What follows belongs to an exercise in optimizing a design on an open flow for small area, a short achievable clock period and few clock cycles; a production flow would make more cautious choices.
Only simulation tests tie the RTL to the original design; equivalence was not proved.
No activity file was given, so power comes from the tool's default toggle rates.

==> flow/design.v <==
`default_nettype none
package acc_pkg;
  localparam int LANES  = 4;
  localparam int LANE_W = 16;
  localparam int ACC_W  = 32;
  localparam int DATA_W = LANES * LANE_W;
endpackage
`default_nettype wire
`default_nettype none
`timescale 1ns/1ns
module acc_ctrl (
  input  logic        ap_clk,
  input  logic        ap_rst_n,
  input  logic        ap_start,
  input  logic [31:0] cfg,
  input  logic        ifm_valid,
  input  logic        wgt_valid,
  input  logic        ofm_ready,
  output logic        ap_idle,
  output logic        ap_done,
  output logic        take,        
  output logic        fresh,       
  output logic        ofm_valid
);
  logic        busy;        
  logic        in_act;      
  logic        done_q;
  logic        out_q;       
  logic        last_in;     
  logic [15:0] ci_q;        
  logic [15:0] pc;          
  logic [15:0] wc;          
  logic start_acc;
  logic word_end;
  logic emit;
  assign start_acc = ap_start && !busy;
  assign take      = in_act && ifm_valid && wgt_valid && (!out_q || ofm_ready);
  assign word_end  = (pc == 16'd0);
  assign emit      = out_q && ofm_ready;
  always_ff @(posedge ap_clk) begin
    if (!ap_rst_n) begin
      busy    <= 1'b0;
      in_act  <= 1'b0;
      done_q  <= 1'b0;
      out_q   <= 1'b0;
      fresh   <= 1'b1;
    end else begin
      done_q <= 1'b0;
      if (start_acc) begin
        busy   <= 1'b1;
        in_act <= 1'b1;
        fresh  <= 1'b1;
      end
      if (take) begin
        fresh <= word_end;
        if (word_end && last_in) in_act <= 1'b0;
      end
      if (take && word_end) begin
        out_q <= 1'b1;
      end else if (emit) begin
        out_q <= 1'b0;
      end
      if (emit && !in_act && !(take && word_end)) begin
        busy   <= 1'b0;
        done_q <= 1'b1;
      end
    end
  end
  always_ff @(posedge ap_clk) begin
    if (start_acc) begin
      ci_q    <= cfg[31:16];
      pc      <= cfg[31:16] - 16'd1;
      wc      <= cfg[15:0] - 16'd1;
      last_in <= (cfg[15:0] == 16'd1);
    end else if (take) begin
      if (word_end) begin
        pc      <= ci_q - 16'd1;
        wc      <= wc - 16'd1;
        last_in <= (wc == 16'd1);
      end else begin
        pc <= pc - 16'd1;
      end
    end
  end
  assign ap_idle   = !busy;
  assign ap_done   = done_q;
  assign ofm_valid = out_q;
endmodule
`default_nettype wire
`default_nettype none
`timescale 1ns/1ns
module mac_engine (
  input  logic          ap_clk,
  input  logic          take,
  input  logic          fresh,
  input  logic [63:0]   ifm_data,
  input  logic [63:0]   wgt_data,
  output logic [127:0]  ofm_data
);
  logic [3:0][31:0] acc;
  logic [63:0]      a;
  logic [63:0]      b;
  always_comb begin
    for (int i = 0; i < 8; i++) begin
      a[i*8 +: 8] = ifm_data[(7-i)*8 +: 8];
      b[i*8 +: 8] = wgt_data[(7-i)*8 +: 8];
    end
  end
  always_ff @(posedge ap_clk) begin
    if (take) begin
      for (int l = 0; l < 4; l++) begin
        acc[l] <= (fresh ? 32'd0 : acc[l]) + 32'(a[l*16 +: 16]) * 32'(b[l*16 +: 16]);
      end
    end
  end
  always_comb begin
    for (int l = 0; l < 4; l++) begin
      for (int i = 0; i < 4; i++) begin
        ofm_data[l*32 + i*8 +: 8] = acc[l][(3-i)*8 +: 8];
      end
    end
  end
endmodule
`default_nettype wire
`default_nettype none
`timescale 1ns/1ns
module krnl_acc (
  input  logic               ap_clk,
  input  logic               ap_rst_n,
  input  logic               ap_start,
  input  logic [31:0]        cfg,
  output logic               ap_idle,
  output logic               ap_done,
  input  logic               ifm_valid,
  output logic               ifm_ready,
  input  logic [63:0]        ifm_data,
  input  logic               wgt_valid,
  output logic               wgt_ready,
  input  logic [63:0]        wgt_data,
  output logic               ofm_valid,
  input  logic               ofm_ready,
  output logic [127:0]       ofm_data
);
  logic take;
  logic fresh;
  acc_ctrl i_acc_ctrl (
    .ap_clk    (ap_clk),
    .ap_rst_n  (ap_rst_n),
    .ap_start  (ap_start),
    .cfg       (cfg),
    .ifm_valid (ifm_valid),
    .wgt_valid (wgt_valid),
    .ofm_ready (ofm_ready),
    .ap_idle   (ap_idle),
    .ap_done   (ap_done),
    .take      (take),
    .fresh     (fresh),
    .ofm_valid (ofm_valid)
  );
  mac_engine i_mac_engine (
    .ap_clk   (ap_clk),
    .take     (take),
    .fresh    (fresh),
    .ifm_data (ifm_data),
    .wgt_data (wgt_data),
    .ofm_data (ofm_data)
  );
  assign ifm_ready = take;
  assign wgt_ready = take;
endmodule
`default_nettype wire
==> flow/run.sh <==
#!/bin/bash
# synth_recipe.tcl (not shown) runs the flow's synth.tcl, then flattens the netlist and writes it again
# the make line also repeats each setting of config.mk as NAME=value (left out here)
make -C /OpenROAD-flow-scripts/flow DESIGN_CONFIG=/design/flow/config.mk WORK_HOME=/design/flow/orfs CLKGATE_MAP_FILE= SYNTH_SCRIPT=/design/flow/synth_recipe.tcl finish
==> flow/config.mk <==
export PLATFORM = sky130hd
export DESIGN_NAME = krnl_acc
export DESIGN_NICKNAME = krnl_acc
export VERILOG_FILES = /design/flow/design.v
export SDC_FILE = /design/flow/constraint.sdc
export NUM_CORES = 4
export LEC_CHECK = 0
export CAP_MARGIN = 20
export CORE_MARGIN = 2
export CORE_UTILIZATION = 40
export SLEW_MARGIN = 20
==> flow/constraint.sdc <==
create_clock -name core_clock -period 9.0 [get_ports {ap_clk}]
set_input_delay 1.8000 -clock core_clock [delete_from_list [all_inputs] [get_ports {ap_clk}]]
set_output_delay 1.8000 -clock core_clock [all_outputs]
set_load 0.01 [all_outputs]
==> run summary <==
-- cell type report --
cell class              instances  area [sq um]  share of cell area (%)
clock inverters                15         192.7                  0.3800
flip-flops and latches        182          5419                   10.69
multi-input cells            3290         34090                   67.22
inverters                    1242          4667                   9.203
repair buffers                438          4059                   8.004
well taps                    1488          1862                   3.671
clock buffers                  17         425.4                  0.8389
-- flip-flops by register name, summed over array words and instances, names as in the netlist --
name,flops
i_acc_ctrl.wc,16
i_acc_ctrl.busy,1
i_mac_engine.acc,128
i_acc_ctrl.done_q,1
i_acc_ctrl.last_in,1
i_acc_ctrl.pc,16
i_acc_ctrl.out_q,1
i_acc_ctrl.in_act,1
i_acc_ctrl.ci_q,16
i_acc_ctrl.fresh,1
-- cell families after synthesis --
group / count (synthesis) / share of synthesized area [%]
xor+xnor: 148 / 2.895
mux: 5 / 0.1146
compound gates: 345 / 5.019
flops: 182 / 12.09
simple gates: 1491 / 16.65
buf+inv: 1404 / 11.78
fa+ha+maj: 1301 / 51.44
-- metrics by stage --
| stage | area (sq um) | power (mW) |
|---|---|---|
| global route | 50710 | 23.13 |
| finish | 50710 | 20.52 |
| floorplan | 44780 | 15.14 |
| detailed placement | 50090 | 19.68 |
| CTS | 50710 | 20.73 |
| global placement | 50090 | 19.46 |
-- critical path, cell delays in order --
cell,delay [ns]
clkdlybuf4s50_1,0.97
nand2_1,0.18
fa_1,0.58
inv_1,0.05
fa_1,0.50
inv_1,0.07
fa_1,0.53
inv_1,0.05
fa_1,0.45
fa_1,0.49
inv_1,0.05
fa_1,0.47
inv_1,0.05
ha_1,0.32
o21a_1,0.21
o21a_1,0.19
a221oi_1,0.27
o21ai_1,0.24
a21oi_1,0.22
o211ai_1,0.25
a211oi_1,0.40
xnor2_1,0.12
-- final timing paths --
kind	startpoint	to	slack, ns
setup / recovery	wgt_data[63]	i_mac_engine.acc[30]	0.80
hold / removal	i_acc_ctrl.last_in	i_acc_ctrl.in_act	0.48
setup reg to reg	i_acc_ctrl.fresh	i_mac_engine.acc[93]	2.99
hold reg to reg	i_acc_ctrl.last_in	i_acc_ctrl.in_act	0.48
-- layout by cell type, fill, tap and decap left out, types with 34 or more instances in the layout --
cell,Yosys,routed
a21o_1,51,51
clkdlybuf4s50_1,0,298
buf_4,1,138
xnor2_1,107,107
nand3_1,34,34
edfxtp_1,177,177
and2_1,466,466
inv_1,1241,1240
nor2_1,95,95
a21oi_1,110,110
nor2b_1,68,68
nand2b_1,92,92
o21ai_0,66,66
ha_1,401,401
nand2_1,636,636
fa_1,900,900
xor2_1,41,41
-- layer usage --
metal	up-vias	track usage (%)	part of all wire, %
met5	-	0	0
met4	0	5.648	2.4
met3	129	4.722	6.5
met2	773	35.44	48
met1	16560	27.86	43
li1	15100	-	-
-- power groups by stage --
stage	combinational, mW	clock (mW)	sequential, mW
floorplan	12.9	0	2.20
global placement	17.2	0	2.22
detailed placement	17.5	0	2.21
CTS	17.6	0.913	2.20
global route	20.0	0.934	2.21
finish	17.5	0.875	2.19
==> results by group <==
Power and ir drop
  – Peak supply drop: 0.0004900 V
  – Psw: 10.55 mW
  – Static Leak: 24.95 nW
  – Comb pwr share: 85.1%
  – Sw Ratio: 51.44%
  – PwrDens: 404.6 mW/mm^2
  – Sequential power share: 10.7%
  – Cell Int Power: 9.964 mW
  – Clock power frac: 4.3%

Route
  – First-pass iteration count of the detailed router: 5
  – # DRC: 0
  – Vias: 32560
  – Via-per-instance ratio: 4.879
  – Drt total wl: 116500 um
  – WL/cell: 17.46 um
  – Iter 0 DRT Violations: 1462
  – ANT nets after route: 0

CTS
  – Num CTS Buffers: 17
  – Hold Buf Count CTS: 0
  – # resized after CTS: 0
  – Clock slew at reported path FFs: 0.09 ns
  – Setup bufs post-CTS: 0
  – CTS Buffer Depth: 2
  – TritonCTS clock tree: done
  – CTS sink cnt: 182
  – Clock root buffer: clkbuf_16
  – Worst-Skew Late Latency: 0.54 ns
  – H-Tree Depth: 4

Logic synthesis
  – Synth top cells by count: 1241 x inv_1, 900 x fa_1, 636 x nand2_1
  – Synth Instances: 4876
  – Commonest register cell after synthesis: edfxtp_1
  – Seq/Total Area, Yosys: 12.09%
  – Syn. warnings: 2
  – Synth Cell Area: 0.04478 sq mm
  – Area contributors post-synth: fa_1 40%, edfxtp_1 12%, ha_1 11%
  – Number of synthesized flops with an enable pin: 177
  – Post-synth top area cell: fa_1
  – Synth Register Bits: 182
  – Post-synth top area share: 40.24%
  – Count leader, synth: inv_1
  – FFs w/ async S/R, synth: 0%
  – Synthesized Nets: 6343
  – Syn Area/Cell: 9.183 sq um
  – Netlist cell types: 69

Hold path
  – Hold Path Depth: 1
  – Tightest Hold Check Type: reg -> reg

Placement
  – Dpl ws: 0.3261 ns
  – Input/output buffers: 298
  – DP Cell Count: 6640
  – Final weighted congestion in routability-driven placement: 0.8871
  – HPWL after DPL: 96810 um

Finish
  – Fillers: 10840
  – Antenna Cells: 0
  – Area delta synth->final: 13.25%
  – Post-layout nets: 6638
  – Layout cell share with drive strength beyond 1: 3.723%
  – Fin cells: 6672
  – Final core occ: 45.76%

STA
  – Worst slew pin tran: 0.9859 ns
  – Fin crit period: 8.199 ns
  – Final setup margin: 0.8006 ns
  – Period utilization: 91.10%
  – Fmax: 122.0 MHz
  – Max-slew violation count: 0
  – Setup TNS: 0 ns
  – Final Skew: 0.03321 ns
  – Final setup vio count: 0
  – Unrepaired setup endpoints after global routing: false
  – Worst hold margin: 0.4759 ns
  – Slew HR: 33.71%
  – Fin. Hold Viols: 0

Critical path
  – Depth of the worst register-to-register path: 18
  – Startpoint Class: input pin
  – Worst Setup Path Type: in -> reg
  – Worst-path fanout max: 16
  – Critical Path Sink Type: register
  – Worst path arrival time: 8.47 ns
  – Critical Path RT: 9.27 ns

GRT
  – Wire length of the first global-routing pass: 192100 um
  – GRT Total Usage: 21.24%
  – Largest net degree at the start of global routing: 77
  – Antenna violations before repair: 0
  – Vias in the first global route: 35530
  – GRT overflow: 0

Floorplan
  – Die height: 338.6 um
  – IO Pins: 299
  – Die area: 0.1146 sq mm
  – Width of the chip: 338.6 um
  – Core Box Area: 0.1108 sq mm
  – Num rows: 122
  – Initial Utilization: 40.40%

Run status
  – Run status: finished clean

Flow run
  – Max cap viols: 0
Testbench counts, summed over its fixed seeds: cycles 10,645.

separate check: timing with driven ports:
The results above use ideal ports. As a check the final layout listed here was re-extracted and re-timed, cells and wires unchanged. Step 1 (the two cells are an assumption about what drives the block):
set clk [get_ports {ap_clk}]
set_driving_cell -lib_cell sky130_fd_sc_hd__clkbuf_16 $clk
set_driving_cell -lib_cell sky130_fd_sc_hd__buf_2 [delete_from_list [all_inputs] $clk]
Step 2 also shifts input and output timing later by t, the mid clock arrival at the registers, as if the neighbouring blocks saw the same clock. Three values: ideal ports, drivers, drivers and shift; two values: the first two.
t (ns): 0.593
slack for setup (ns): 0.801 / 0.847 / 0.253
worst setup path after step 2: input to register
latest minus earliest clock arrival (ns): 0.033 / 0.033
After both steps this run still meets setup and hold. The setup slack of this run moves by +0.046 ns with the drivers and by -0.548 ns with both steps.
